From an optimization exercise on the open Yosys and OpenROAD flow, aimed at small area and a short achievable clock period; shortcuts taken in it are not production practice.

Setup of JK:
// sdf_fft_top
module sdf_fft_top
(
	input  logic        CLK,
	input  logic        RST,
	input  logic        valid_i,	 
	input  logic [23:0] data_i,	 
	output logic        valid_o,
	output logic        first_o,	 
	output logic [31:0] data_o	 
)
;
	localparam logic [3:0] LAG = 4'd15;
	logic        v0;
	logic        v1;
	logic        v2;
	logic        vt;
	logic        v3;
	logic [23:0] d0;
	logic [25:0] d1;
	logic [27:0] d2;
	logic [27:0] dt;
	logic [29:0] d3;
	logic [3:0]  out_cnt;
	logic [3:0]  out_pos;
	logic        primed;	 
	logic        at_bin0;
	always_ff @(posedge CLK or posedge RST)
	begin
		if (RST)
			v0 <= 1'b0;
		else
			v0 <= valid_i;
	end
	always_ff @(posedge CLK)
		d0 <= data_i;
	sdf_bf_stage #(
		.DEPTH       (8),
		.ROT_MINUS_J (1'b1),
		.IW          (12),
		.OW          (13)
	) u_stage1 (
		.CLK     (CLK),
		.RST     (RST),
		.valid_i (v0),
		.data_i  (d0),
		.valid_o (v1),
		.data_o  (d1)
	);
	sdf_bf_stage #(
		.DEPTH       (4),
		.ROT_MINUS_J (1'b0),
		.IW          (13),
		.OW          (14)
	) u_stage2 (
		.CLK     (CLK),
		.RST     (RST),
		.valid_i (v1),
		.data_i  (d1),
		.valid_o (v2),
		.data_o  (d2)
	);
	sdf_twiddle_mul u_twiddle (	 
		.CLK     (CLK),
		.RST         (RST),
		.pre_valid_i (v1),
		.valid_i     (v2),
		.data_i      (d2),
		.valid_o (vt),
		.data_o  (dt)
	);
	sdf_bf_stage #(
		.DEPTH       (2),
		.ROT_MINUS_J (1'b1),
		.IW          (14),
		.OW          (15)
	) u_stage3 (
		.CLK     (CLK),
		.RST     (RST),
		.valid_i (vt),
		.data_i  (dt),
		.valid_o (v3),
		.data_o  (d3)
	);
	sdf_bf_stage #(
		.DEPTH       (1),
		.ROT_MINUS_J (1'b0),
		.IW          (15),
		.OW          (16)
	) u_stage4 (
		.CLK     (CLK),
		.RST     (RST),
		.valid_i (v3),
		.data_i  (d3),
		.valid_o (),
		.data_o  (data_o)
	);
	assign out_pos = out_cnt - LAG;	 
	assign at_bin0 = (out_pos == '0);
	always_ff @(posedge CLK or posedge RST)
	begin
		if (RST)
		begin
			out_cnt <= '0;
			primed  <= 1'b0;
			valid_o <= 1'b0;
			first_o <= 1'b0;
		end
		else
		begin
			valid_o <= v3 && (primed || at_bin0);	 
			first_o <= v3 && at_bin0;
			if (v3)
			begin
				out_cnt <= out_cnt + 1'b1;
				if (at_bin0)
					primed <= 1'b1;	 
			end
		end
	end
endmodule
Size in the first run: ~3900 cells after synthesis, about 61 I/O pins, about 44000 µm² of cells after synthesis.
export LEC_CHECK = 0
export CAP_MARGIN = 20
export CORE_MARGIN = 2
export CORE_UTILIZATION = 55
export CTS_CLUSTER_DIAMETER = 150
export CTS_CLUSTER_SIZE = 25
export SLEW_MARGIN = 20
create_clock -name core_clock -period 11.0 [get_ports {CLK}]
standard.sh (not shown) runs the stock make flow with config.mk's settings and CLKGATE_MAP_FILE= SYNTH_SCRIPT=/design/flow/synth_recipe.tcl, a recipe that flattens the netlist after the stock synthesis.
==> flow/flow/run.sh <==
#!/bin/bash
# Layout flow: the standard flow, with the port buffers made of buf_2
# cells instead of the resizer's default choice (a delay buffer).
# Timing repair aims for 7.7 ns of setup slack (a 3.3 ns cycle) instead of zero.
# Every step's full output goes to standard_flow.log in this folder.
set -euo pipefail
export BUFFER_PORTS_ARGS="-buffer_cell sky130_fd_sc_hd__buf_2"
export SETUP_SLACK_MARGIN=7.7
bash standard.sh > standard_flow.log 2>&1
The flow did not stop early for JK: all stages ran, and the layout cleared the timing, DRC and antenna checks.
The inputs of MS differ from those of JK as listed below.
==> flow/flow/run.sh <==
#!/bin/bash
# Layout flow: the standard flow, with the port buffers made of buf_2
# cells instead of the resizer's default choice (a delay buffer).
# Timing repair aims for 7.85 ns of setup slack (a 3.15 ns cycle) instead of zero.
# Every step's full output goes to standard_flow.log in this folder.
set -euo pipefail
export BUFFER_PORTS_ARGS="-buffer_cell sky130_fd_sc_hd__buf_2"
export SETUP_SLACK_MARGIN=7.85
bash standard.sh > standard_flow.log 2>&1
-- flow/config.mk --
<<< JK, line 8
export CAP_MARGIN = 20
export CORE_MARGIN = 2
export CORE_UTILIZATION = 55
export CTS_CLUSTER_DIAMETER = 150
export CTS_CLUSTER_SIZE = 25
export SLEW_MARGIN = 20
>>> MS, line 8
export CAP_MARGIN = 20
export CORE_MARGIN = 2
export CORE_UTILIZATION = 60
export CTS_CLUSTER_DIAMETER = 150
export CTS_CLUSTER_SIZE = 25
export PLACE_DENSITY = 0.7
export SLEW_MARGIN = 20
### Flow results
- Initial antenna violation count | MS above JK
- Compared MS vs JK, and utilization after layout is up in MS.
- Number of instances in the placed design went down by a few percent going from JK to MS.
- JK -> MS: worst hold slack flat
- Between JK and MS, non-clock buffer count is lower for JK, MS comes in above that.
- Compared with JK, in MS share of the clock period used by the worst path neither gained nor lost much; largest fanout on the critical path picked up an extra 4.
[inputs] AL vs MS
==> flow/flow/run.sh <==
#!/bin/bash
# Layout flow: the standard flow, with the port buffers made of buf_2
# cells instead of the resizer's default choice (a delay buffer).
# Timing repair aims for 7.5 ns of setup slack (a 3.5 ns cycle) instead of zero.
# Every step's full output goes to standard_flow.log in this folder.
set -euo pipefail
export BUFFER_PORTS_ARGS="-buffer_cell sky130_fd_sc_hd__buf_2"
export SETUP_SLACK_MARGIN=7.5
bash standard.sh > standard_flow.log 2>&1
-- flow/config.mk --
<<< MS, line 8
export CAP_MARGIN = 20
export CORE_MARGIN = 2
export CORE_UTILIZATION = 60
export CTS_CLUSTER_DIAMETER = 150
export CTS_CLUSTER_SIZE = 25
export PLACE_DENSITY = 0.7
export SLEW_MARGIN = 20
>>> AL, line 8
export CAP_MARGIN = 20
export CORE_MARGIN = 2
export CORE_UTILIZATION = 40
export CTS_CLUSTER_DIAMETER = 150
export CTS_CLUSTER_SIZE = 25
export SLEW_MARGIN = 20
### Flow results
Relative to MS, period utilization increased by 0.54 points in AL. Routed wire length per instance ended up 1.4 µm lower on AL than on MS. Diff MS..AL | maximum buffer depth of the clock tree | unchanged. Relative to MS, the placed cell count of AL is higher by 528. Higher number of buffers inserted by post-CTS setup repair goes to MS over AL.
Relative to AL, the following input files were edited for TR:
==> flow/flow/run.sh <==
#!/bin/bash
# Layout flow: the standard flow, with the port buffers made of buf_2
# cells instead of the resizer's default choice (a delay buffer).
# Timing repair aims for 7.7 ns of setup slack (a 3.3 ns cycle) instead of zero.
# Every step's full output goes to standard_flow.log in this folder.
set -euo pipefail
export BUFFER_PORTS_ARGS="-buffer_cell sky130_fd_sc_hd__buf_2"
export SETUP_SLACK_MARGIN=7.7
bash standard.sh > standard_flow.log 2>&1
==> flow/config.mk <==
export PLATFORM = sky130hd
export DESIGN_NAME = sdf_fft_top
export DESIGN_NICKNAME = sdf_fft_top
export VERILOG_FILES = /design/flow/design.v
export SDC_FILE = /design/flow/constraint.sdc
export NUM_CORES = 4
export LEC_CHECK = 0
export ABC_AREA = 1
export CAP_MARGIN = 20
export CORE_MARGIN = 2
export CORE_UTILIZATION = 60
export CTS_CLUSTER_DIAMETER = 150
export CTS_CLUSTER_SIZE = 25
export PLACE_DENSITY = 0.7
export SLEW_MARGIN = 20
Notes after the runs:
Proportion of synthesized area in mux cells in TR is 2.5 points below AL. Diff AL -> TR: final non-filler cell area has remained practically unchanged; buffering stage count on the worst path with inverters included now smaller; final number of setup-violating endpoints shows no meaningful change; number of global-route vias before repair went up by 2460. AL and TR ended up with roughly the same register fraction of the total cell area. Row synthesized cell count: TR higher / AL lower. The actual slew at the worst max-slew pin in TR sits 68 ps above the value recorded for AL. | final worst-path setup slack | TR vs AL | better |. What AL reported for non-clock buffer instance count of the final layout has to be multiplied by 1.11 to get the figure for TR. Most common cell after layout, fill and taps aside: nand2_1 -> TR, inv_1 -> AL.
No functional check of the RTL was part of any run of this note.

-- separate check: timing with driven ports --
Ports are ideal in the flow. The routed layouts listed here were re-timed in OpenROAD.
Step 1 (the two cells are an assumption about what drives the block):
set clk [get_ports {CLK}]
set_driving_cell -lib_cell sky130_fd_sc_hd__clkbuf_16 $clk
set_driving_cell -lib_cell sky130_fd_sc_hd__buf_2 [delete_from_list [all_inputs] $clk]
Step 2 moves the port delays by t, midway between the first and last clock arrival at a register: inputs arrive t later, outputs are due t later. That takes back most of the time a late clock gives input paths.
a / b / c = no drivers / after step 1 / after step 2; a / b = the first two.
run | t, ns | setup WS [ns] | worst register clock-pin slew, ns | worst data-port slew with drivers (ns)
JK | 0.665 | 7.697 / 7.626 / 7.710 | 0.11 / 0.11 | 0.04
MS | 0.667 | 7.697 / 7.649 / 7.697 | 0.11 / 0.11 | 0.03
AL | 0.688 | 7.638 / 7.581 / 7.638 | 0.11 / 0.11 | 0.03
TR | 0.665 | 7.699 / 7.633 / 7.708 | 0.12 / 0.12 | 0.04
After both steps every run listed still meets setup and hold.
